Context: an optimization exercise on an open-source flow, tuned for small area and a short achievable clock period. The choices shown serve that exercise and are no tape-out recipe.
In this exercise RTL edits were held to simulation tests only and were not proved equivalent to the original.
Power figures rest on the tool's default switching activity, not on a simulated workload.

## flow/design.v (module list and top-level ports; edited modules follow where they fit)
// module signed_mult_pipe: 1994 lines
// module sine_mix_framer: 112 lines
module sine_mix_framer #(
    parameter int                   ADC_WIDTH    = 16,
    parameter int                   REF_WIDTH    = 32,
    parameter int                   C_DATA_WIDTH = 48,
    parameter logic [sine_mix_pkg::CNT_WIDTH-1:0] FRAME_LEN    = 10'd1000
) (
    input  logic                           clk,
    input  logic                           rst_n,
    input  logic signed [ADC_WIDTH-1:0]    adc_data,
    input  logic signed [REF_WIDTH-1:0]    ref_data,
    input  logic                           adc_valid,
    input  logic                           frame_start,
    input  logic                           cont_mode,
    output logic signed [C_DATA_WIDTH-1:0] DATA_out,
    output logic                           DATA_out_valid,
    output logic                           DATA_sof,
    output logic                           DATA_eof,
    input  logic                           DATA_out_ready,
    output logic                           busy,
    output logic [15:0]                    drop_count
);
  // ...
==> flow/run.sh <==
#!/bin/bash
# synth_recipe.tcl (not shown) runs the flow's synth.tcl, then flattens the netlist and writes it again
# the make line also repeats each setting of config.mk as NAME=value (left out here)
make -C /OpenROAD-flow-scripts/flow DESIGN_CONFIG=/design/flow/config.mk WORK_HOME=/design/flow/orfs CLKGATE_MAP_FILE= SYNTH_SCRIPT=/design/flow/synth_recipe.tcl finish
==> flow/config.mk <==
export PLATFORM = sky130hd
export DESIGN_NAME = sine_mix_framer
export DESIGN_NICKNAME = sine_mix_framer
export VERILOG_FILES = /design/flow/design.v
export SDC_FILE = /design/flow/constraint.sdc
export NUM_CORES = 4
export LEC_CHECK = 0
export CAP_MARGIN = 20
export CORE_MARGIN = 2
export CORE_UTILIZATION = 40
export SETUP_SLACK_MARGIN = 3.1
export SLEW_MARGIN = 20
==> flow/constraint.sdc <==
create_clock -name core_clock -period 7.0 [get_ports {clk}]
set_input_delay 1.4000 -clock core_clock [delete_from_list [all_inputs] [get_ports {clk}]]
set_output_delay 1.4000 -clock core_clock [all_outputs]
set_load 0.01 [all_outputs]
==> reports/qor.yml, run 1 <==
status:
  outcome: "no timing/DRC/antenna violations"
worst_setup_path:
  crit_fanout: 12
  critPathMaxStageDelay_ns: 0.57
  start_kind: "flip-flop"
logic_synthesis:
  synthCells: 1719
  synth_xor_area_share_pct: 17.67
  synth.area.top_cells: "fa_1 24%, dfxtp_1 15%, a22oi_1 11%, xnor2_1 9.6%, xor2_1 8.0%"
  synthArstFlopShare_pct: 21.88
  yosysWarnings: 2
  synth_top_family_by_area: "adder cells"
  synth_cell_types: 61
  netlist_top_cells_count: "248 x a22oi_1, 242 x inv_1, 196 x fa_1, 183 x xnor2_1, 153 x xor2_1"
placement:
  placedInstanceArea_sq_um: 18050
  pre_cts_ws_ns: 2.590
cells_and_area:
  utilization_pct: 48.50
  largestRegisters: "u_mult.p_q (48), u_mult.b_q (32), drop_count (16)"
  multi_input_gates: 1156
  diodes: 0
  final_cells: 2303
  layout_common_cells: "242 x inv_1, 213 x a22oi_1, 183 x xnor2_1"
  stdcell_area_sq_um: 19850
  clkCellAreaFrac_pct: 3.189
  fillers: 3807
  multi_input_area_share_pct: 60.76
  largest_register_ff_count: 48
global_route:
  gr-total-overflow: 0
  grt_use_met1_pct: 26.65
  grt_use_total_pct: 20.38
clock_tree:
  clk_pin_slew_ns: 0.07
  cts-root-buf: "clkbuf_16"
  cts_resized: 122
  cts_tree: "yes"
drt:
  via_count: 12590
  drt_iter0_drc: 1045
  drcViolationCount: 0
flow_run:
  cap_violations: 0
timing:
  fin_crit_ns: 3.826
  fin_crit_sh_pct: 54.66
power:
  powerDensity_nw_per_um2: 505.4
  leakagePower_uw: 0.008471
floorplanning:
  fp.dieW_microns: 208.1
  rows: 74
hold_path:
  min_delay_path_depth: 0
==> run 2, diff against run 1 <==
--- a/flow/design.v
+++ b/flow/design.v
@@ -21,18 +21,19 @@
     output logic signed [P_WIDTH-1:0] p
 );
     logic [7:0] bd_one, bd_two, bd_neg;
     logic [7:0] e_one, e_two, e_neg;
     logic [16:0] a_x;
     assign a_x = {a, 1'b0};
     logic [31:0] b_q;
     logic [47:0] s0, s1, sum_o;
-    logic [10:0] bg_d, bp_d, bg_q, bp_q;
-    logic [11:0] bc;
+    logic [7:0] bg_d, bg_q;
+    logic [7:0] bp_d, bp_q;
+    logic [8:0] bc;
     logic [47:0] p_q;
     logic pp1;
     logic pp2;
     logic pp3;
     logic pp4;
     logic pp5;
     logic pp6;
     logic pp7;
@@ -962,16 +963,66 @@
     logic pg931;
     logic pp_932;
     logic pg933;
     logic pp_934;
     logic pg935;
     logic pp_936;
     logic pg937;
     logic pp_938;
+    logic pg939;
+    logic pp_940;
+    logic pg941;
+    logic pp_942;
+    logic pg943;
+    logic pp_944;
+    logic pg945;
+    logic pp_946;
+    logic pg947;
+    logic pp_948;
+    logic pg949;
+    logic pp_950;
+    logic pg951;
+    logic pp_952;
+    logic pg953;
+    logic pp_954;
+    logic pg955;
+    logic pp_956;
+    logic pg957;
+    logic pp_958;
+    logic pg959;
+    logic pp_960;
+    logic pg961;
+    logic pp_962;
+    logic pg963;
+    logic pp_964;
+    logic pg965;
+    logic pp_966;
+    logic pg967;
+    logic pp_968;
+    logic pg969;
+    logic pp_970;
+    logic pg971;
+    logic pp_972;
+    logic pg973;
+    logic pp_974;
+    logic pg975;
+    logic pp_976;
+    logic pg977;
+    logic pp_978;
+    logic pg979;
+    logic pp_980;
+    logic pg981;
+    logic pp_982;
+    logic pg983;
+    logic pp_984;
+    logic pg985;
+    logic pp_986;
+    logic pg987;
+    logic pp_988;
     for (genvar i = 0; i < 8; i++) begin : g_enc
         assign e_one[i] = a_x[2*i+1] ^ a_x[2*i];
         assign e_two[i] = (a_x[2*i+2] & ~a_x[2*i+1] & ~a_x[2*i]) | (~a_x[2*i+2] & a_x[2*i+1] & a_x[2*i]);
         assign e_neg[i] = a_x[2*i+2];
     end
     assign pp1 = (bd_one[0] & b_q[0]) ^ bd_neg[0];
     assign pp2 = ((bd_one[0] & b_q[1]) | (bd_two[0] & b_q[0])) ^ bd_neg[0];
     assign pp3 = ((bd_one[0] & b_q[2]) | (bd_two[0] & b_q[1])) ^ bd_neg[0];
@@ -1787,226 +1838,316 @@
     assign cg767 = s0[44] & s1[44];
     assign cp815 = s0[44] ^ s1[44];
     assign cg768 = s0[45] & s1[45];
     assign cp816 = s0[45] ^ s1[45];
     assign cg769 = s0[46] & s1[46];
     assign cp817 = s0[46] ^ s1[46];
     assign cg770 = s0[47] & s1[47];
     assign cp818 = s0[47] ^ s1[47];
-    assign pg819 = cg724 | (cp772 & cg723);
+    assign pg819 = cg724 | ((cp772 & s0[0]) & s1[0]);
     assign pp_820 = cp772 & cp771;
     assign pg821 = cg725 | (cp773 & cg724);
     assign pp_822 = cp773 & cp772;
     assign pg823 = cg726 | (cp774 & cg725);
     assign pp_824 = cp774 & cp773;
-    assign pg825 = pg821 | (pp_822 & cg723);
-    assign pp_826 = pp_822 & cp771;
-    assign pg827 = pg823 | (pp_824 & pg819);
-    assign pp_828 = pp_824 & pp_820;
+    assign pg825 = cg727 | (cp775 & cg726);
+    assign pp_826 = cp775 & cp774;
+    assign pg827 = cg728 | (cp776 & cg727);
+    assign pp_828 = cp776 & cp775;
+    assign pg829 = cg729 | (cp777 & cg728);
+    assign pp_830 = cp777 & cp776;
+    assign pg831 = cg730 | (cp778 & cg729);
+    assign pp_832 = cp778 & cp777;
+    assign pg833 = cg731 | (cp779 & cg730);
+    assign pp_834 = cp779 & cp778;
+    assign pg835 = cg732 | (cp780 & cg731);
+    assign pp_836 = cp780 & cp779;
+    assign pg837 = cg733 | (cp781 & cg732);
+    assign pp_838 = cp781 & cp780;
+    assign pg839 = cg734 | (cp782 & cg733);
+    assign pp_840 = cp782 & cp781;
+    assign pg841 = pg821 | (pp_822 & cg723);
+    assign pp_842 = pp_822 & cp771;
+    assign pg843 = pg823 | (pp_824 & pg819);
+    assign pp_844 = pp_824 & pp_820;
+    assign pg845 = pg825 | (pp_826 & pg821);
+    assign pp_846 = pp_826 & pp_822;
+    assign pg847 = pg827 | (pp_828 & pg823);
+    assign pp_848 = pp_828 & pp_824;
+    assign pg849 = pg829 | (pp_830 & pg825);
+    assign pp_850 = pp_830 & pp_826;
+    assign pg851 = pg831 | (pp_832 & pg827);
+    assign pp_852 = pp_832 & pp_828;
+    assign pg853 = pg833 | (pp_834 & pg829);
+    assign pp_854 = pp_834 & pp_830;
+    assign pg855 = pg835 | (pp_836 & pg831);
+    assign pp_856 = pp_836 & pp_832;
+    assign pg857 = pg837 | (pp_838 & pg833);
+    assign pp_858 = pp_838 & pp_834;
+    assign pg859 = pg839 | (pp_840 & pg835);
+    assign pp_860 = pp_840 & pp_836;
+    assign pg861 = pg845 | (pp_846 & cg723);
+    assign pp_862 = pp_846 & cp771;
+    assign pg863 = pg847 | (pp_848 & pg819);
+    assign pp_864 = pp_848 & pp_820;
+    assign pg865 = pg849 | (pp_850 & pg841);
+    assign pp_866 = pp_850 & pp_842;
+    assign pg867 = pg851 | (pp_852 & pg843);
+    assign pp_868 = pp_852 & pp_844;
+    assign pg869 = pg853 | (pp_854 & pg845);
+    assign pp_870 = pp_854 & pp_846;
+    assign pg871 = pg855 | (pp_856 & pg847);
+    assign pp_872 = pp_856 & pp_848;
+    assign pg873 = pg857 | (pp_858 & pg849);
+    assign pp_874 = pp_858 & pp_850;
+    assign pg875 = pg859 | (pp_860 & pg851);
+    assign pp_876 = pp_860 & pp_852;
+    assign pg877 = pg869 | (pp_870 & cg723);
+    assign pp_878 = pp_870 & cp771;
+    assign pg879 = pg871 | (pp_872 & pg819);
+    assign pp_880 = pp_872 & pp_820;
+    assign pg881 = pg873 | (pp_874 & pg841);
+    assign pp_882 = pp_874 & pp_842;
+    assign pg883 = pg875 | (pp_876 & pg843);
+    assign pp_884 = pp_876 & pp_844;
     assign sum_o[0] = cp771;
     assign sum_o[1] = cp772 ^ cg723;
     assign sum_o[2] = cp773 ^ pg819;
-    assign sum_o[3] = cp774 ^ pg825;
-    assign bg_d[0] = pg827;
-    assign bp_d[0] = pp_828;
-    assign pg829 = cg728 | (cp776 & cg727);
-    assign pp_830 = cp776 & cp775;
-    assign pg831 = cg729 | (cp777 & cg728);
-    assign pp_832 = cp777 & cp776;
-    assign pg833 = cg730 | (cp778 & cg729);
-    assign pp_834 = cp778 & cp777;
-    assign pg835 = pg831 | (pp_832 & cg727);
-    assign pp_836 = pp_832 & cp775;
-    assign pg837 = pg833 | (pp_834 & pg829);
-    assign pp_838 = pp_834 & pp_830;
-    assign sum_o[4] = cp775;
-    assign sum_o[5] = cp776 ^ cg727;
-    assign sum_o[6] = cp777 ^ pg829;
-    assign sum_o[7] = cp778 ^ pg835;
-    assign bg_d[1] = pg837;
-    assign bp_d[1] = pp_838;
-    assign pg839 = cg732 | (cp780 & cg731);
-    assign pp_840 = cp780 & cp779;
-    assign pg841 = cg733 | (cp781 & cg732);
-    assign pp_842 = cp781 & cp780;
-    assign pg843 = cg734 | (cp782 & cg733);
-    assign pp_844 = cp782 & cp781;
-    assign pg845 = pg841 | (pp_842 & cg731);
-    assign pp_846 = pp_842 & cp779;
-    assign pg847 = pg843 | (pp_844 & pg839);
-    assign pp_848 = pp_844 & pp_840;
-    assign sum_o[8] = cp779;
-    assign sum_o[9] = cp780 ^ cg731;
-    assign sum_o[10] = cp781 ^ pg839;
-    assign sum_o[11] = cp782 ^ pg845;
-    assign bg_d[2] = pg847;
-    assign bp_d[2] = pp_848;
-    assign pg849 = cg736 | (cp784 & cg735);
-    assign pp_850 = cp784 & cp783;
-    assign pg851 = cg737 | (cp785 & cg736);
-    assign pp_852 = cp785 & cp784;
-    assign pg853 = cg738 | (cp786 & cg737);
-    assign pp_854 = cp786 & cp785;
-    assign pg855 = pg851 | (pp_852 & cg735);
-    assign pp_856 = pp_852 & cp783;
-    assign pg857 = pg853 | (pp_854 & pg849);
-    assign pp_858 = pp_854 & pp_850;
+    assign sum_o[3] = cp774 ^ pg841;
+    assign sum_o[4] = cp775 ^ pg843;
+    assign sum_o[5] = cp776 ^ pg861;
+    assign sum_o[6] = cp777 ^ pg863;
+    assign sum_o[7] = cp778 ^ pg865;
+    assign sum_o[8] = cp779 ^ pg867;
+    assign sum_o[9] = cp780 ^ pg877;
+    assign sum_o[10] = cp781 ^ pg879;
+    assign sum_o[11] = cp782 ^ pg881;
+    assign bg_d[0] = pg883;
+    assign bp_d[0] = pp_884;
+    assign pg885 = cg736 | ((cp784 & s0[12]) & s1[12]);
+    assign pp_886 = cp784 & cp783;
+    assign pg887 = cg737 | (cp785 & cg736);
+    assign pp_888 = cp785 & cp784;
+    assign pg889 = cg738 | (cp786 & cg737);
+    assign pp_890 = cp786 & cp785;
+    assign pg891 = pg887 | (pp_888 & cg735);
+    assign pp_892 = pp_888 & cp783;
+    assign pg893 = pg889 | (pp_890 & pg885);
+    assign pp_894 = pp_890 & pp_886;
     assign sum_o[12] = cp783;
     assign sum_o[13] = cp784 ^ cg735;
-    assign sum_o[14] = cp785 ^ pg849;
-    assign sum_o[15] = cp786 ^ pg855;
-    assign bg_d[3] = pg857;
-    assign bp_d[3] = pp_858;
-    assign pg859 = cg740 | (cp788 & cg739);
-    assign pp_860 = cp788 & cp787;
-    assign pg861 = cg741 | (cp789 & cg740);
-    assign pp_862 = cp789 & cp788;
-    assign pg863 = cg742 | (cp790 & cg741);
-    assign pp_864 = cp790 & cp789;
-    assign pg865 = pg861 | (pp_862 & cg739);
-    assign pp_866 = pp_862 & cp787;
-    assign pg867 = pg863 | (pp_864 & pg859);
-    assign pp_868 = pp_864 & pp_860;
+    assign sum_o[14] = cp785 ^ pg885;
+    assign sum_o[15] = cp786 ^ pg891;
+    assign bg_d[1] = pg893;
+    assign bp_d[1] = pp_894;
+    assign pg895 = cg740 | ((cp788 & s0[16]) & s1[16]);
+    assign pp_896 = cp788 & cp787;
+    assign pg897 = cg741 | (cp789 & cg740);
+    assign pp_898 = cp789 & cp788;
+    assign pg899 = cg742 | (cp790 & cg741);
+    assign pp_900 = cp790 & cp789;
+    assign pg901 = pg897 | (pp_898 & cg739);
+    assign pp_902 = pp_898 & cp787;
+    assign pg903 = pg899 | (pp_900 & pg895);
+    assign pp_904 = pp_900 & pp_896;
     assign sum_o[16] = cp787;
     assign sum_o[17] = cp788 ^ cg739;
-    assign sum_o[18] = cp789 ^ pg859;
-    assign sum_o[19] = cp790 ^ pg865;
-    assign bg_d[4] = pg867;
-    assign bp_d[4] = pp_868;
-    assign pg869 = cg744 | (cp792 & cg743);
-    assign pp_870 = cp792 & cp791;
-    assign pg871 = cg745 | (cp793 & cg744);
-    assign pp_872 = cp793 & cp792;
-    assign pg873 = cg746 | (cp794 & cg745);
-    assign pp_874 = cp794 & cp793;
-    assign pg875 = pg871 | (pp_872 & cg743);
-    assign pp_876 = pp_872 & cp791;
-    assign pg877 = pg873 | (pp_874 & pg869);
-    assign pp_878 = pp_874 & pp_870;
+    assign sum_o[18] = cp789 ^ pg895;
+    assign sum_o[19] = cp790 ^ pg901;
+    assign bg_d[2] = pg903;
+    assign bp_d[2] = pp_904;
+    assign pg905 = cg744 | ((cp792 & s0[20]) & s1[20]);
+    assign pp_906 = cp792 & cp791;
+    assign pg907 = cg745 | (cp793 & cg744);
+    assign pp_908 = cp793 & cp792;
+    assign pg909 = cg746 | (cp794 & cg745);
+    assign pp_910 = cp794 & cp793;
+    assign pg911 = pg907 | (pp_908 & cg743);
+    assign pp_912 = pp_908 & cp791;
+    assign pg913 = pg909 | (pp_910 & pg905);
+    assign pp_914 = pp_910 & pp_906;
     assign sum_o[20] = cp791;
     assign sum_o[21] = cp792 ^ cg743;
-    assign sum_o[22] = cp793 ^ pg869;
-    assign sum_o[23] = cp794 ^ pg875;
-    assign bg_d[5] = pg877;
-    assign bp_d[5] = pp_878;
-    assign pg879 = cg748 | (cp796 & cg747);
-    assign pp_880 = cp796 & cp795;
-    assign pg881 = cg749 | (cp797 & cg748);
-    assign pp_882 = cp797 & cp796;
-    assign pg883 = cg750 | (cp798 & cg749);
-    assign pp_884 = cp798 & cp797;
-    assign pg885 = pg881 | (pp_882 & cg747);
-    assign pp_886 = pp_882 & cp795;
-    assign pg887 = pg883 | (pp_884 & pg879);
-    assign pp_888 = pp_884 & pp_880;
+    assign sum_o[22] = cp793 ^ pg905;
+    assign sum_o[23] = cp794 ^ pg911;
+    assign bg_d[3] = pg913;
+    assign bp_d[3] = pp_914;
+    assign pg915 = cg748 | ((cp796 & s0[24]) & s1[24]);
+    assign pp_916 = cp796 & cp795;
+    assign pg917 = cg749 | (cp797 & cg748);
+    assign pp_918 = cp797 & cp796;
+    assign pg919 = cg750 | (cp798 & cg749);
+    assign pp_920 = cp798 & cp797;
+    assign pg921 = pg917 | (pp_918 & cg747);
+    assign pp_922 = pp_918 & cp795;
+    assign pg923 = pg919 | (pp_920 & pg915);
+    assign pp_924 = pp_920 & pp_916;
     assign sum_o[24] = cp795;
     assign sum_o[25] = cp796 ^ cg747;
-    assign sum_o[26] = cp797 ^ pg879;
-    assign sum_o[27] = cp798 ^ pg885;
-    assign bg_d[6] = pg887;
-    assign bp_d[6] = pp_888;
-    assign pg889 = cg752 | (cp800 & cg751);
-    assign pp_890 = cp800 & cp799;
-    assign pg891 = cg753 | (cp801 & cg752);
-    assign pp_892 = cp801 & cp800;
-    assign pg893 = cg754 | (cp802 & cg753);
-    assign pp_894 = cp802 & cp801;
-    assign pg895 = pg891 | (pp_892 & cg751);
-    assign pp_896 = pp_892 & cp799;
-    assign pg897 = pg893 | (pp_894 & pg889);
-    assign pp_898 = pp_894 & pp_890;
+    assign sum_o[26] = cp797 ^ pg915;
+    assign sum_o[27] = cp798 ^ pg921;
+    assign bg_d[4] = pg923;
+    assign bp_d[4] = pp_924;
+    assign pg925 = cg752 | ((cp800 & s0[28]) & s1[28]);
+    assign pp_926 = cp800 & cp799;
+    assign pg927 = cg753 | (cp801 & cg752);
+    assign pp_928 = cp801 & cp800;
+    assign pg929 = cg754 | (cp802 & cg753);
+    assign pp_930 = cp802 & cp801;
+    assign pg931 = pg927 | (pp_928 & cg751);
+    assign pp_932 = pp_928 & cp799;
+    assign pg933 = pg929 | (pp_930 & pg925);
+    assign pp_934 = pp_930 & pp_926;
     assign sum_o[28] = cp799;
     assign sum_o[29] = cp800 ^ cg751;
-    assign sum_o[30] = cp801 ^ pg889;
-    assign sum_o[31] = cp802 ^ pg895;
-    assign bg_d[7] = pg897;
-    assign bp_d[7] = pp_898;
-    assign pg899 = cg756 | (cp804 & cg755);
-    assign pp_900 = cp804 & cp803;
-    assign pg901 = cg757 | (cp805 & cg756);
-    assign pp_902 = cp805 & cp804;
-    assign pg903 = cg758 | (cp806 & cg757);
-    assign pp_904 = cp806 & cp805;
-    assign pg905 = pg901 | (pp_902 & cg755);
-    assign pp_906 = pp_902 & cp803;
-    assign pg907 = pg903 | (pp_904 & pg899);
-    assign pp_908 = pp_904 & pp_900;
+    assign sum_o[30] = cp801 ^ pg925;
+    assign sum_o[31] = cp802 ^ pg931;
+    assign bg_d[5] = pg933;
+    assign bp_d[5] = pp_934;
+    assign pg935 = cg756 | ((cp804 & s0[32]) & s1[32]);
+    assign pp_936 = cp804 & cp803;
+    assign pg937 = cg757 | (cp805 & cg756);
+    assign pp_938 = cp805 & cp804;
+    assign pg939 = cg758 | (cp806 & cg757);
+    assign pp_940 = cp806 & cp805;
+    assign pg941 = pg937 | (pp_938 & cg755);
+    assign pp_942 = pp_938 & cp803;
+    assign pg943 = pg939 | (pp_940 & pg935);
+    assign pp_944 = pp_940 & pp_936;
     assign sum_o[32] = cp803;
     assign sum_o[33] = cp804 ^ cg755;
-    assign sum_o[34] = cp805 ^ pg899;
-    assign sum_o[35] = cp806 ^ pg905;
-    assign bg_d[8] = pg907;
-    assign bp_d[8] = pp_908;
-    assign pg909 = cg760 | (cp808 & cg759);
-    assign pp_910 = cp808 & cp807;
-    assign pg911 = cg761 | (cp809 & cg760);
-    assign pp_912 = cp809 & cp808;
-    assign pg913 = cg762 | (cp810 & cg761);
-    assign pp_914 = cp810 & cp809;
-    assign pg915 = pg911 | (pp_912 & cg759);
-    assign pp_916 = pp_912 & cp807;
-    assign pg917 = pg913 | (pp_914 & pg909);
-    assign pp_918 = pp_914 & pp_910;
+    assign sum_o[34] = cp805 ^ pg935;
+    assign sum_o[35] = cp806 ^ pg941;
+    assign bg_d[6] = pg943;
+    assign bp_d[6] = pp_944;
+    assign pg945 = cg760 | ((cp808 & s0[36]) & s1[36]);
+    assign pp_946 = cp808 & cp807;
+    assign pg947 = cg761 | (cp809 & cg760);
+    assign pp_948 = cp809 & cp808;
+    assign pg949 = cg762 | (cp810 & cg761);
+    assign pp_950 = cp810 & cp809;
+    assign pg951 = pg947 | (pp_948 & cg759);
+    assign pp_952 = pp_948 & cp807;
+    assign pg953 = pg949 | (pp_950 & pg945);
+    assign pp_954 = pp_950 & pp_946;
     assign sum_o[36] = cp807;
     assign sum_o[37] = cp808 ^ cg759;
-    assign sum_o[38] = cp809 ^ pg909;
-    assign sum_o[39] = cp810 ^ pg915;
-    assign bg_d[9] = pg917;
-    assign bp_d[9] = pp_918;
-    assign pg919 = cg764 | (cp812 & cg763);
-    assign pp_920 = cp812 & cp811;
-    assign pg921 = cg765 | (cp813 & cg764);
-    assign pp_922 = cp813 & cp812;
-    assign pg923 = cg766 | (cp814 & cg765);
-    assign pp_924 = cp814 & cp813;
-    assign pg925 = pg921 | (pp_922 & cg763);
-    assign pp_926 = pp_922 & cp811;
-    assign pg927 = pg923 | (pp_924 & pg919);
-    assign pp_928 = pp_924 & pp_920;
+    assign sum_o[38] = cp809 ^ pg945;
+    assign sum_o[39] = cp810 ^ pg951;
+    assign bg_d[7] = pg953;
+    assign bp_d[7] = pp_954;
+    assign pg955 = cg764 | ((cp812 & s0[40]) & s1[40]);
+    assign pp_956 = cp812 & cp811;
+    assign pg957 = cg765 | (cp813 & cg764);
+    assign pp_958 = cp813 & cp812;
+    assign pg959 = cg766 | (cp814 & cg765);
+    assign pp_960 = cp814 & cp813;
+    assign pg961 = cg767 | (cp815 & cg766);
+    assign pp_962 = cp815 & cp814;
+    assign pg963 = cg768 | (cp816 & cg767);
+    assign pp_964 = cp816 & cp815;
+    assign pg965 = cg769 | (cp817 & cg768);
+    assign pp_966 = cp817 & cp816;
+    assign pg967 = cg770 | (cp818 & cg769);
+    assign pp_968 = cp818 & cp817;
+    assign pg969 = pg957 | (pp_958 & cg763);
+    assign pp_970 = pp_958 & cp811;
+    assign pg971 = pg959 | (pp_960 & pg955);
+    assign pp_972 = pp_960 & pp_956;
+    assign pg973 = pg961 | (pp_962 & pg957);
+    assign pp_974 = pp_962 & pp_958;
+    assign pg975 = pg963 | (pp_964 & pg959);
+    assign pp_976 = pp_964 & pp_960;
+    assign pg977 = pg965 | (pp_966 & pg961);
+    assign pp_978 = pp_966 & pp_962;
+    assign pg979 = pg967 | (pp_968 & pg963);
+    assign pp_980 = pp_968 & pp_964;
+    assign pg981 = pg973 | (pp_974 & cg763);
+    assign pp_982 = pp_974 & cp811;
+    assign pg983 = pg975 | (pp_976 & pg955);
+    assign pp_984 = pp_976 & pp_956;
+    assign pg985 = pg977 | (pp_978 & pg969);
+    assign pp_986 = pp_978 & pp_970;
+    assign pg987 = pg979 | (pp_980 & pg971);
+    assign pp_988 = pp_980 & pp_972;
     assign sum_o[40] = cp811;
     assign sum_o[41] = cp812 ^ cg763;
-    assign sum_o[42] = cp813 ^ pg919;
-    assign sum_o[43] = cp814 ^ pg925;
-    assign bg_d[10] = pg927;
-    assign bp_d[10] = pp_928;
-    assign pg929 = cg768 | (cp816 & cg767);
-    assign pp_930 = cp816 & cp815;
-    assign pg931 = cg769 | (cp817 & cg768);
-    assign pp_932 = cp817 & cp816;
-    assign pg933 = cg770 | (cp818 & cg769);
-    assign pp_934 = cp818 & cp817;
-    assign pg935 = pg931 | (pp_932 & cg767);
-    assign pp_936 = pp_932 & cp815;
-    assign pg937 = pg933 | (pp_934 & pg929);
-    assign pp_938 = pp_934 & pp_930;
-    assign sum_o[44] = cp815;
-    assign sum_o[45] = cp816 ^ cg767;
-    assign sum_o[46] = cp817 ^ pg929;
-    assign sum_o[47] = cp818 ^ pg935;
+    assign sum_o[42] = cp813 ^ pg955;
+    assign sum_o[43] = cp814 ^ pg969;
+    assign sum_o[44] = cp815 ^ pg971;
+    assign sum_o[45] = cp816 ^ pg981;
+    assign sum_o[46] = cp817 ^ pg983;
+    assign sum_o[47] = cp818 ^ pg985;
     always_ff @(posedge clk) begin
         bd_one <= e_one;
         bd_two <= e_two;
         bd_neg <= e_neg;
         b_q <= b;
         p_q <= sum_o;
         bg_q <= bg_d;
         bp_q <= bp_d;
     end
     assign bc[0] = 1'b0;
-    for (genvar k = 1; k < 12; k++) begin : g_bc
-        assign bc[k] = bg_q[k-1] | (bp_q[k-1] & bc[k-1]);
-    end
-    for (genvar j = 0; j < 48; j++) begin : g_inc
-        if (j % 4 == 0) begin : g_first
-            assign p[j] = p_q[j] ^ bc[j / 4];
-        end else begin : g_rest
-            assign p[j] = p_q[j] ^ (bc[j / 4] & (&p_q[j-1:(j / 4) * 4]));
-        end
-    end
+    assign bc[1] = bg_q[0] | (bp_q[0] & bc[0]);
+    assign bc[2] = bg_q[1] | (bp_q[1] & bc[1]);
+    assign bc[3] = bg_q[2] | (bp_q[2] & bc[2]);
+    assign bc[4] = bg_q[3] | (bp_q[3] & bc[3]);
+    assign bc[5] = bg_q[4] | (bp_q[4] & bc[4]);
+    assign bc[6] = bg_q[5] | (bp_q[5] & bc[5]);
+    assign bc[7] = bg_q[6] | (bp_q[6] & bc[6]);
+    assign bc[8] = bg_q[7] | (bp_q[7] & bc[7]);
+    assign p[0] = p_q[0];
+    assign p[1] = p_q[1];
+    assign p[2] = p_q[2];
+    assign p[3] = p_q[3];
+    assign p[4] = p_q[4];
+    assign p[5] = p_q[5];
+    assign p[6] = p_q[6];
+    assign p[7] = p_q[7];
+    assign p[8] = p_q[8];
+    assign p[9] = p_q[9];
+    assign p[10] = p_q[10];
+    assign p[11] = p_q[11];
+    assign p[12] = p_q[12] ^ bc[1];
+    assign p[13] = p_q[13] ^ (bc[1] & (&p_q[12:12]));
+    assign p[14] = p_q[14] ^ (bc[1] & (&p_q[13:12]));
+    assign p[15] = p_q[15] ^ (bc[1] & (&p_q[14:12]));
+    assign p[16] = p_q[16] ^ bc[2];
+    assign p[17] = p_q[17] ^ (bc[2] & (&p_q[16:16]));
+    assign p[18] = p_q[18] ^ (bc[2] & (&p_q[17:16]));
+    assign p[19] = p_q[19] ^ (bc[2] & (&p_q[18:16]));
+    assign p[20] = p_q[20] ^ bc[3];
+    assign p[21] = p_q[21] ^ (bc[3] & (&p_q[20:20]));
+    assign p[22] = p_q[22] ^ (bc[3] & (&p_q[21:20]));
+    assign p[23] = p_q[23] ^ (bc[3] & (&p_q[22:20]));
+    assign p[24] = p_q[24] ^ bc[4];
+    assign p[25] = p_q[25] ^ (bc[4] & (&p_q[24:24]));
+    assign p[26] = p_q[26] ^ (bc[4] & (&p_q[25:24]));
+    assign p[27] = p_q[27] ^ (bc[4] & (&p_q[26:24]));
+    assign p[28] = p_q[28] ^ bc[5];
+    assign p[29] = p_q[29] ^ (bc[5] & (&p_q[28:28]));
+    assign p[30] = p_q[30] ^ (bc[5] & (&p_q[29:28]));
+    assign p[31] = p_q[31] ^ (bc[5] & (&p_q[30:28]));
+    assign p[32] = p_q[32] ^ bc[6];
+    assign p[33] = p_q[33] ^ (bc[6] & (&p_q[32:32]));
+    assign p[34] = p_q[34] ^ (bc[6] & (&p_q[33:32]));
+    assign p[35] = p_q[35] ^ (bc[6] & (&p_q[34:32]));
+    assign p[36] = p_q[36] ^ bc[7];
+    assign p[37] = p_q[37] ^ (bc[7] & (&p_q[36:36]));
+    assign p[38] = p_q[38] ^ (bc[7] & (&p_q[37:36]));
+    assign p[39] = p_q[39] ^ (bc[7] & (&p_q[38:36]));
+    assign p[40] = p_q[40] ^ bc[8];
+    assign p[41] = p_q[41] ^ (bc[8] & (&p_q[40:40]));
+    assign p[42] = p_q[42] ^ (bc[8] & (&p_q[41:40]));
+    assign p[43] = p_q[43] ^ (bc[8] & (&p_q[42:40]));
+    assign p[44] = p_q[44] ^ (bc[8] & (&p_q[43:40]));
+    assign p[45] = p_q[45] ^ (bc[8] & (&p_q[44:40]));
+    assign p[46] = p_q[46] ^ (bc[8] & (&p_q[45:40]));
+    assign p[47] = p_q[47] ^ (bc[8] & (&p_q[46:40]));
 endmodule
 module sine_mix_framer #(
     parameter int                   ADC_WIDTH    = 16,
     parameter int                   REF_WIDTH    = 32,
     parameter int                   C_DATA_WIDTH = 48,
     parameter logic [sine_mix_pkg::CNT_WIDTH-1:0] FRAME_LEN    = 10'd1000
 ) (
     input  logic                           clk,
==> flow/flow/run.sh (new file) <==
#!/bin/bash
# Layout flow: the standard ORFS flow (standard.sh) with two changes.
#  - Yosys synth runs with -noabc, so the generic ABC pass does not restructure the
#    explicit adder tree before extract_fa maps it onto full/half adder cells. The
#    registers (names, count, cell types) are the same as the standard synthesis's.
#  - Port buffers use sky130_fd_sc_hd__buf_2 instead of the default choice.
# ORFS writes each step's full log under orfs/logs/; make's own output goes to flow_make.log.
set -euo pipefail
bash standard.sh SYNTH_ARGS=-noabc "BUFFER_PORTS_ARGS=-buffer_cell sky130_fd_sc_hd__buf_2" finish > flow_make.log 2>&1
==> flow/standard.sh (new file) <==
#!/bin/bash
# synth_recipe.tcl (not shown) runs the flow's synth.tcl, then flattens the netlist and writes it again
# the make line also repeats each setting of config.mk as NAME=value (left out here)
make -C /OpenROAD-flow-scripts/flow DESIGN_CONFIG=/design/flow/config.mk WORK_HOME=/design/flow/orfs CLKGATE_MAP_FILE= SYNTH_SCRIPT=/design/flow/synth_recipe.tcl "${@:-finish}"
==> flow/config.mk (replaced) <==
export PLATFORM = sky130hd
export DESIGN_NAME = sine_mix_framer
export DESIGN_NICKNAME = sine_mix_framer
export VERILOG_FILES = /design/flow/design.v
export SDC_FILE = /design/flow/constraint.sdc
export NUM_CORES = 4
export LEC_CHECK = 0
export CAP_MARGIN = 20
export CORE_MARGIN = 2
export CORE_UTILIZATION = 60
export CTS_BUF_LIST = sky130_fd_sc_hd__clkbuf_8
export SETUP_SLACK_MARGIN = 3.2
export SLEW_MARGIN = 20
removed: flow/run.sh
==> run 2 against run 1 <==
Still clean. Hold slack better by 0.0037 ns. Routed wire length fell by 8.5%. Register-to-register slack improved by 0.09 ns. Non-clock buffer count grew 17. Via count down 5.8%. Area after synthesis decreased by 6.0%. Maximum frequency is 2.3% higher. Utilization is 22 points higher. Sequential cell count is 6 lower. Power increased by 4.2%. Critical path depth fell by 2. Sequential power down 6%. Critical endpoint is now u_mult.bg_q[0]. Largest cell class unchanged.
==> reports/qor.yml, run 2 <==
status:
  outcome: "no timing/DRC/antenna violations"
worst_setup_path:
  critPathCaptureType: "flip-flop"
  crit_required_ns: 7.33
  cp.arrival_ns: 4.07
  critPathMaxStageDelay_ns: 0.54  # -0.03 ns
  crit_fanout: 14  # +2
  start_kind: "flip-flop"
  worstPathCellList: "buf_12, a22oi_1, xnor2_1, ha_1, fa_1, fa_1, ha_1, and3_1, a221oi_1, a21boi_2, o21ai_0, a21o_1"
  criticalPathCategory: "flip-flop to flip-flop"
  crit_path_top_delay_cell: "fa_1"
  reg2reg_depth: 12
cells_and_area:
  layout_common_cells: "281 x xnor2_1, 214 x a22oi_1, 151 x fa_1"
  final_common_cell: "xnor2_1"
  largestRegisters: "u_mult.p_q (48), u_mult.b_q (32), drop_count (16)"
  top_register: "u_mult.p_q"
  final_cells: 1924  # -16%
  layout-drive-gt1-share_pct: 25.25
  largest_register_ff_count: 48  # unchanged
  area_growth_pct: 16.00
  seq_area_sq_um: 3453
  fillers: 1946  # -49%
  multi_input_area_sq_um: 12150
  fin_nets: 1915
clock_tree:
  ctsHoldBuffers: 0
  cts_buffers: 17
  htree_num_levels: 4
  clk_pin_slew_ns: 0.09  # +0.02 ns
  cts_buffer_depth: 2
  cts.sinks: 154
  cts_tree: "yes"
  clkLatencyLatePin_ns: 0.47
  cts-root-buf: "clkbuf_8"
power:
  leakagePower_uw: 0.007314  # -14%
  powerDensity_nw_per_um2: 575.8  # +14%
  switching_share_pct: 44.22
  p_clk_share_pct: 6.7
  pwr-share-seq_pct: 14.1
  power.internal_uw: 5834
  p_comb_share_pct: 79.2
  switchingPower_uw: 4625
  ir_drop_mv: 0.7688
drt:
  drt_iter0_drc: 1041  # -0.38%
  wl_microns: 41440
  first_pass_iters: 5
  ant_nets: 0
  drcViolationCount: 0  # unchanged
  vias_per_cell: 6.162
  wire_per_inst_microns: 21.54
  via_count: 11860  # -5.8%
global_route:
  grt_pass1_vias: 11710
  grt_use_total_pct: 30.17  # +9.8 points
  antenna_found_initial: 1
  grt_max_degree: 36
  gr-total-overflow: 0  # unchanged
  grt_pass1_wl_microns: 63590
logic_synthesis:
  netlist_top_cells_count: "287 x xnor2_1, 248 x a22oi_1, 185 x fa_1, 129 x clkbuf_1, 119 x dfxtp_1"
  yosys.area.top_type: "fa_1"
  synth_nets: 1864
  syn-mean-instance-area_sq_um: 10.28
  netlist.area_leader.share_pct: 23.65
  synth_cell_types: 62  # +1.6%
  synth_ff_type: "dfxtp_1"
  synthCells: 1524  # -11%
  synth-seq-cells: 154
  yosysSeqAreaShare_pct: 20.81
  yosysMostFrequentCell: "xnor2_1"
  synthArstFlopShare_pct: 22.73  # +0.85 points
  synth_edf_count: 0
  netlist_area_sq_um: 15660
  yosysWarnings: 2  # unchanged
  synth.area.top_cells: "fa_1 24%, xnor2_1 16%, dfxtp_1 15%, a22oi_1 12%, ha_1 8.1%"
timing:
  fin_worst_skew_ns: 0.01700
  fmax_mhz: 267.4
  finalHoldViolations: 0
  finalSetupTns_ns: 0
  rsz0062_at_grt: "yes"
  drv_slew: 0
  max_slew_margin_pct: 45.44
  tightest_slew_ns: 0.8184
  setup_viol: 0
  fin_crit_sh_pct: 53.42  # -1.2 points
  fin_crit_ns: 3.740  # -0.08663 ns
floorplanning:
  rows: 59  # -20%
  core_sq_um: 25840
  fp.dieW_microns: 165.6  # -20%
  initial_core_util_pct: 60.61
  die_y_microns: 165.6
  io_pins: 122
  die-area_sq_um: 27410
placement:
  gp_congestion: 0.8481
  dpl.hpwl_microns: 27040
  place_inst: 1833
  portBuffers: 121
hold_path:
  hold_path_class: "flip-flop to flip-flop"
  min_delay_path_depth: 0  # unchanged
flow_run:
  cap_violations: 0  # unchanged
==> run 2: changes by cell type after synthesis, sizes merged, moves of 8 or more <==
| cell | before | now |
|---|---|---|
| inv | 242 | 36 |
| buf | 30 | 38 |
| o21ai | 38 | 46 |
| xor2 | 153 | 57 |
| xnor2 | 183 | 287 |
| fa | 196 | 185 |
| a21oi | 18 | 27 |
==> run 2: path summary, 6_finish.rpt <==
| kind | slack, ns | end | start |
|---|---|---|---|
| worst max-delay path | 3.26 | u_mult.bg_q[0] | u_mult.bd_one[0] |
| worst min-delay path | 0.35 | DATA_out_valid | v_q |
| worst max register to register | 3.26 | u_mult.bg_q[0] | u_mult.bd_one[0] |
| worst min register to register | 0.35 | DATA_out_valid | v_q |
| max in group asynchronous | 5.46 | drop_count[5] | rst_n |
| min in group asynchronous | 1.01 | eof_done | rst_n |
==> run 2: logic make-up (layout without fill, tap and decap cells) <==
logic type      after synthesis  after routing  synth area share, %
compound gates              379            379                17.11
xor+xnor                    344            344                19.24
fa+ha+maj                   286            286                31.72
buf+inv                     203            267                5.353
flops                       154            154                20.81
mux                           2              2               0.1678
other cells                   0              1                    0
simple gates                156            156                5.601
==> run 2: critical path, delay by kind of cell (launching register included) <==
family / cells / cell delay [ns]
compound gates: 5 / 1.07
xor+xnor: 1 / 0.10
fa+ha+maj: 4 / 1.66
buf+inv: 1 / 0.16
flops: 1 / 0.40
simple gates: 1 / 0.23
==> run 2: layer usage <==
metal | part of all wire (%) | track usage (%)
met5 | 0.13 | 1.705
met2 | 47 | 47.53
met4 | 1.9 | 7.328
met3 | 7.6 | 6.444
met1 | 44 | 42.48
==> run 2: layout make-up <==
class / instances / area share [%]
flip-flops and latches: 154 / 19.01
inverters: 36 / 0.7439
diodes: 1 / 0.01378
repair buffers: 199 / 8.872
clock buffers: 18 / 1.364
multi-input cells: 1167 / 66.90
well taps: 335 / 2.307
clock inverters: 14 / 0.7921
==> run 2: metrics by stage <==
stage | utilization [%] | instance area (sq um) | hold WS [ns] | total power (uW) | setup WS [ns]
after CTS | 67.00 | 17310 | 0.3536 | 9616 | 3.159
final | 70.31 | 18160 | 0.3526 | 10460 | 3.260
after floorplan | - | 15720 | 0.3312 | 6797 | 3.176
after detailed placement | 62.48 | 16140 | 0.3347 | 8264 | 2.434
after global routing | 70.30 | 18160 | 0.3621 | 11540 | 3.156
after global placement | 62.48 | 16140 | 0.3338 | 8153 | 2.462
==> run 2: timing repair <==
action,in CTS,in global routing
setup endpoints to repair,71,22
buffers inserted,32,23
resized for setup,135,117
pin swaps,8,57
cloned,0,3
==> run 2: power by group through the flow <==
stage	clock (uW)	sequential, uW	combinational [uW]
after global placement	0	1520	6630
after floorplan	0	1380	5420
after global routing	758	1500	9280
after detailed placement	0	1520	6740
final	704	1470	8290
after CTS	720	1480	7420

-- re-timing with driven ports --
How much do the figures lean on ideal ports? The routed layouts below were timed once more, with nothing changed but the port constraints. Step 1 assumes that a clkbuf_16 drives the clock port and a buf_2 every other input. Step 2 adds t to the input delays and takes it off the output delays; t is the mean of the earliest and latest rising clock arrival at the registers after step 1. Input paths then give back, and output paths get back, about the clock's delay inside the block. Slacks: no drivers / after step 1 / after step 2; pairs: no drivers / after step 1.
run	t, ns	slack for setup (ns)	worst setup path after step 2
run 1	0.510	3.174 / 3.121 / 3.174	register to register
run 2	0.506	3.260 / 3.260 / 3.260	register to register
After both steps setup and hold are still met in every run listed.
